Background: an optimization exercise with open tools, aiming at small area, a short achievable clock period and few clock cycles. Do not read the settings as production practice.
No activity file was given, so power comes from the tool's default toggle rates.

== the baseline ==
==> flow/design.v <==
package smePkg;
    typedef logic [8-1:0] smeChar;
    typedef logic [5-1:0] smeIndex;
    typedef struct packed {
        smeChar [8-1:0] chars;
        smeChar prevChar;
        smeChar endChar;
        logic atStart;
        logic atEnd;
    } smeWindow;
    typedef struct packed {
        smeChar [8-1:0] core;
        logic [3:0] coreLen;
        logic anchorStart;
        logic anchorEnd;
    } smePattern;
    typedef enum logic [1:0] {
        loadString,
        loadPattern,
        scan,
        result
    } smeState;
endpackage
`timescale 1ns/10ps
module smeTop
(
    input  logic       clk,
    input  logic       reset,
    input  logic [7:0] charData,
    input  logic       isString,
    input  logic       isPattern,
    output logic       valid,
    output logic       match,
    output logic [4:0] matchIndex
);
    localparam int S = 32;
    function automatic logic geConst(input logic [4:0] a, input int b);
        logic r;
        r = 1'b1;
        for (int k = 0; k < 5; k++)
        begin
            if (b[k])
                r = a[k] & r;
            else
                r = a[k] | r;
        end
        geConst = r;
    endfunction
    function automatic logic gt5(input logic [4:0] a, input logic [4:0] b);
        logic r;
        r = 1'b0;
        for (int k = 0; k < 5; k++)
        begin
            r = (a[k] & ~b[k]) | (~(a[k] ^ b[k]) & r);
        end
        gt5 = r;
    endfunction
    function automatic logic [4:0] sub5(input logic [4:0] a, input logic [4:0] b);
        logic borrow;
        borrow = 1'b0;
        for (int k = 0; k < 5; k++)
        begin
            sub5[k] = a[k] ^ b[k] ^ borrow;
            borrow = (~a[k] & b[k]) | (~(a[k] ^ b[k]) & borrow);
        end
    endfunction
    function automatic logic [4:0] add5(input logic [4:0] a, input logic [4:0] b);
        logic carry;
        carry = 1'b0;
        for (int k = 0; k < 5; k++)
        begin
            add5[k] = a[k] ^ b[k] ^ carry;
            carry = (a[k] & b[k]) | ((a[k] ^ b[k]) & carry);
        end
    endfunction
    function automatic logic [4:0] inc5(input logic [4:0] a);
        logic carry;
        carry = 1'b1;
        for (int k = 0; k < 5; k++)
        begin
            inc5[k] = a[k] ^ carry;
            carry = a[k] & carry;
        end
    endfunction
    function automatic logic [5:0] highest(input logic [S-1:0] v);
        logic [5:0] n1 [16];
        logic [5:0] n2 [8];
        logic [5:0] n3 [4];
        logic [5:0] n4 [2];
        for (int a = 0; a < 16; a++)
            n1[a] = v[2*a+1] ? {1'b1, 4'd0, 1'b1} : {v[2*a], 5'd0};
        for (int a = 0; a < 8; a++)
            n2[a] = n1[2*a+1][5] ? {1'b1, 3'd0, 1'b1, n1[2*a+1][0]} : {n1[2*a][5], 3'd0, 1'b0, n1[2*a][0]};
        for (int a = 0; a < 4; a++)
            n3[a] = n2[2*a+1][5] ? {1'b1, 2'd0, 1'b1, n2[2*a+1][1:0]} : {n2[2*a][5], 2'd0, 1'b0, n2[2*a][1:0]};
        for (int a = 0; a < 2; a++)
            n4[a] = n3[2*a+1][5] ? {1'b1, 1'd0, 1'b1, n3[2*a+1][2:0]} : {n3[2*a][5], 1'd0, 1'b0, n3[2*a][2:0]};
        highest = n4[1][5] ? {1'b1, 1'b1, n4[1][3:0]} : {n4[0][5], 1'b0, n4[0][3:0]};
    endfunction
    logic [7:0] ring [S];
    logic [S-1:0] ringSp;    
    logic [S-1:0] cand;
    logic isStringQ;
    logic isPatternQ;
    logic [4:0] sPos;
    logic [4:0] snPos;       
    logic [4:0] kPos;
    logic caretQ;        
    logic dollarQ;       
    always_ff @(posedge clk)
    begin
        ring[0] <= isString ? charData : ring[S-1];
        ringSp[0] <= isString ? (charData == 8'h20) : ringSp[S-1];
        for (int p = 1; p < S; p++)
        begin
            ring[p] <= ring[p-1];
            ringSp[p] <= ringSp[p-1];
        end
    end
    always_ff @(posedge clk)
    begin
        sPos <= (isString && !isStringQ) ? 5'd0 : inc5(sPos);
        snPos <= isString ? 5'd31 : inc5(snPos);
    end
    logic [S-1:0] isS0;
    logic [S-1:0] isSN;
    logic [S-1:0] kLe;
    always_comb
    begin
        for (int q = 0; q < S; q++)
        begin
            isS0[q] = (sPos == 5'(q));
            isSN[q] = (snPos == 5'(q));
            kLe[q] = (kPos[4:3] > 2'(q / 8)) || ((kPos[4:3] == 2'(q / 8)) && (kPos[2:0] >= 3'(q % 8)));
        end
    end
    logic isDot;
    logic isCaret;
    logic isDollar;
    logic [S-1:0] eq;
    logic [S-1:0] sp;
    logic [S-1:0] dl;
    assign isDot = (charData == 8'h2e);
    assign isCaret = (charData == 8'h5e);
    assign isDollar = (charData == 8'h24);
    always_comb
    begin
        for (int q = 0; q < S; q++)
        begin
            eq[q] = (ring[q] == charData);
            sp[q] = ringSp[q];
            dl[q] = (ring[q] == 8'h24);
        end
    end
    logic [S-1:0] base;
    logic [S-1:0] startOk;
    always_comb
    begin
        for (int q = 0; q < S; q++)
        begin
            startOk[q] = sp[q] || isS0[(q+S-1)%S];
            base[q] = cand[q] && (!dollarQ || (dl[(q+1)%S] && !isSN[(q+1)%S]));
        end
    end
    logic [S-1:0] candX;
    logic [S-1:0] candY;
    logic keepY;
    always_comb
    begin
        for (int q = 0; q < S; q++)
        begin
            if (!isPatternQ)
            begin
                candX[q] = 1'b1;
                candY[q] = startOk[q];
            end
            else if (caretQ)
            begin
                candX[q] = cand[q];
                candY[q] = 1'b0;
            end
            else
            begin
                candX[q] = base[q] && !isSN[q];
                candY[q] = base[q];
            end
        end
        keepY = isPatternQ ? (!caretQ && isDollar) : isCaret;
    end
    logic selY;
    logic selDot;
    logic selEq;
    assign selY = keepY;
    assign selDot = !keepY && isDot;
    assign selEq = !keepY;
    always_ff @(posedge clk)
    begin
        for (int q = 0; q < S; q++)
        begin
            cand[q] <= (selY && candY[q]) || (selDot && candX[q]) || (selEq && candX[q] && eq[q]);
        end
        caretQ <= !isPatternQ && isCaret;
        dollarQ <= isPatternQ && !caretQ && isDollar;
        if (isPattern && !isPatternQ)
        begin
            kPos <= isCaret ? inc5(sPos) : sPos;
        end
    end
    logic [S-1:0] fin;
    logic [S-1:0] finLo;
    always_comb
    begin
        for (int q = 0; q < S; q++)
        begin
            fin[q] = cand[q] && (!dollarQ || sp[(q+1)%S] || isSN[(q+1)%S]);
            finLo[q] = fin[q] && kLe[q];
        end
    end
    logic [5:0] hLo;
    logic [5:0] hAll;
    logic [4:0] hitPos;
    logic hitAny;
    logic resPend;
    assign hLo = highest(finLo);
    assign hAll = highest(fin);
    always_ff @(posedge clk or posedge reset)
    begin
        if (reset)
        begin
            isStringQ <= 1'b0;
            isPatternQ <= 1'b0;
            resPend <= 1'b0;
            valid <= 1'b0;
        end
        else
        begin
            isStringQ <= isString;
            isPatternQ <= isPattern;
            resPend <= isPatternQ && !isPattern;
            valid <= resPend;
        end
    end
    logic [4:0] loPos;
    logic loLeK;
    logic [4:0] hitIdx;
    logic hitOk;
    logic [4:0] nM1;
    always_ff @(posedge clk)
    begin
        nM1 <= add5(sPos, ~snPos);
        loPos <= sub5(kPos, nM1);
        loLeK <= !gt5(nM1, kPos);
    end
    assign hitIdx = sub5(kPos, hitPos);
    assign hitOk = hitAny && (loLeK ? (!gt5(loPos, hitPos) && !gt5(hitPos, kPos))
                                    : (!gt5(loPos, hitPos) || !gt5(hitPos, kPos)));
    always_ff @(posedge clk)
    begin
        hitPos <= hLo[5] ? hLo[4:0] : hAll[4:0];
        hitAny <= hAll[5];
        match <= hitOk;
        matchIndex <= hitOk ? hitIdx : 5'd0;
    end
endmodule
==> flow/config.mk <==
export PLATFORM = sky130hd
export DESIGN_NAME = smeTop
export DESIGN_NICKNAME = smeTop
export VERILOG_FILES = /design/flow/design.v
export SDC_FILE = /design/flow/constraint.sdc
export NUM_CORES = 4
export LEC_CHECK = 0
export CAP_MARGIN = 20
export CORE_MARGIN = 2
export CORE_UTILIZATION = 60
export CTS_BUF_LIST = sky130_fd_sc_hd__clkbuf_4 sky130_fd_sc_hd__clkbuf_8
export CTS_CLUSTER_DIAMETER = 60
export CTS_CLUSTER_SIZE = 14
export SETUP_SLACK_MARGIN = 4.5
export SLEW_MARGIN = 20
==> flow/constraint.sdc <==
create_clock -name core_clock -period 7.0 [get_ports {clk}]
set_input_delay 1.4000 -clock core_clock [delete_from_list [all_inputs] [get_ports {clk}]]
set_output_delay 1.4000 -clock core_clock [all_outputs]
set_load 0.01 [all_outputs]
run.sh (not shown) runs the stock make flow with config.mk's settings and CLKGATE_MAP_FILE= SYNTH_SCRIPT=/design/flow/synth_recipe.tcl, a recipe that flattens the netlist after the stock synthesis.
[inputs] the candidate vs the baseline
--- a/flow/design.v
+++ b/flow/design.v
@@ -98,7 +98,6 @@
         highest = n4[1][5] ? {1'b1, 1'b1, n4[1][3:0]} : {n4[0][5], 1'b0, n4[0][3:0]};
     endfunction
     logic [7:0] ring [S];
-    logic [S-1:0] ringSp;    
     logic [S-1:0] cand;
     logic isStringQ;
     logic isPatternQ;
@@ -110,11 +109,9 @@
     always_ff @(posedge clk)
     begin
         ring[0] <= isString ? charData : ring[S-1];
-        ringSp[0] <= isString ? (charData == 8'h20) : ringSp[S-1];
         for (int p = 1; p < S; p++)
         begin
             ring[p] <= ring[p-1];
-            ringSp[p] <= ringSp[p-1];
         end
     end
     always_ff @(posedge clk)
@@ -131,7 +128,7 @@
         begin
             isS0[q] = (sPos == 5'(q));
             isSN[q] = (snPos == 5'(q));
-            kLe[q] = (kPos[4:3] > 2'(q / 8)) || ((kPos[4:3] == 2'(q / 8)) && (kPos[2:0] >= 3'(q % 8)));
+            kLe[q] = geConst(kPos, q);
         end
     end
     logic isDot;
@@ -148,7 +145,7 @@
         for (int q = 0; q < S; q++)
         begin
             eq[q] = (ring[q] == charData);
-            sp[q] = ringSp[q];
+            sp[q] = (ring[q] == 8'h20);
             dl[q] = (ring[q] == 8'h24);
         end
     end
Results
- Compared the candidate vs the baseline, and chip height is down in the candidate.
- Compared to the baseline, the candidate has share of cell area taken by multi-input logic gates 2.2 points higher.
- The higher pin count of the biggest net entering global routing came out of the baseline.
- The candidate completed; timing, DRC and antenna clean
- The baseline ran to completion and came out clean on the timing, design-rule and antenna checks.
- Between the candidate and the baseline, it is the candidate whose maximum frequency is higher, by 0.74%.
- Fraction of the cycle the final worst path needs came out lower on the candidate than on the baseline.
- The detailed route wirelength on metal3 of the candidate falls short of that of the baseline by 210 µm.
- Of the candidate and the baseline, the higher hold slack belongs to the baseline.
- When the candidate is measured against the baseline, its total power turns out about 9% lower.
- Post-route non-filler standard cell count (higher): the baseline
- The baseline → the candidate: final core utilization fell 2.4 points; cell area after synthesis shows a reduction of 610 µm².
- The slowest library cell on the worst path comes out dfxtp_4 in one run and a2111oi_4 in the other, namely in the baseline and the candidate respectively.
- The candidate against the baseline: count of clock-buffer cells in the layout has decreased, via count of the first global-routing pass rose about 0.7%.
No functional check of the RTL was part of any run of this note.

[port drivers added, routing unchanged]
Ports are ideal in the flow. The routed layouts listed here were re-timed in OpenROAD.
Step 1, drivers: a clkbuf_16 drives clk and a buf_2 each remaining input, both assumed.
Step 2 times the ports against the registers' clock, not the clock port: input delays grow and output delays shrink by t, the midpoint of the rising clock arrivals with the driver on.
Three values: ideal, step 1, step 2; two values: the first two.
run | t, ns | slack for setup (ns) | worst setup path after step 2 | worst register clock-pin slew, ns | cell pins on the clock port's net
the baseline | 0.605 | 4.231 / 4.231 / 3.653 | input to register | 0.10 / 0.10 | 1
the candidate | 0.667 | 4.251 / 4.251 / 3.797 | input to register | 0.10 / 0.10 | 1
After both steps every run listed still meets setup and hold. The setup slack of the baseline, which loses most, moves by 0.000 ns with the drivers and by -0.578 ns with both steps.
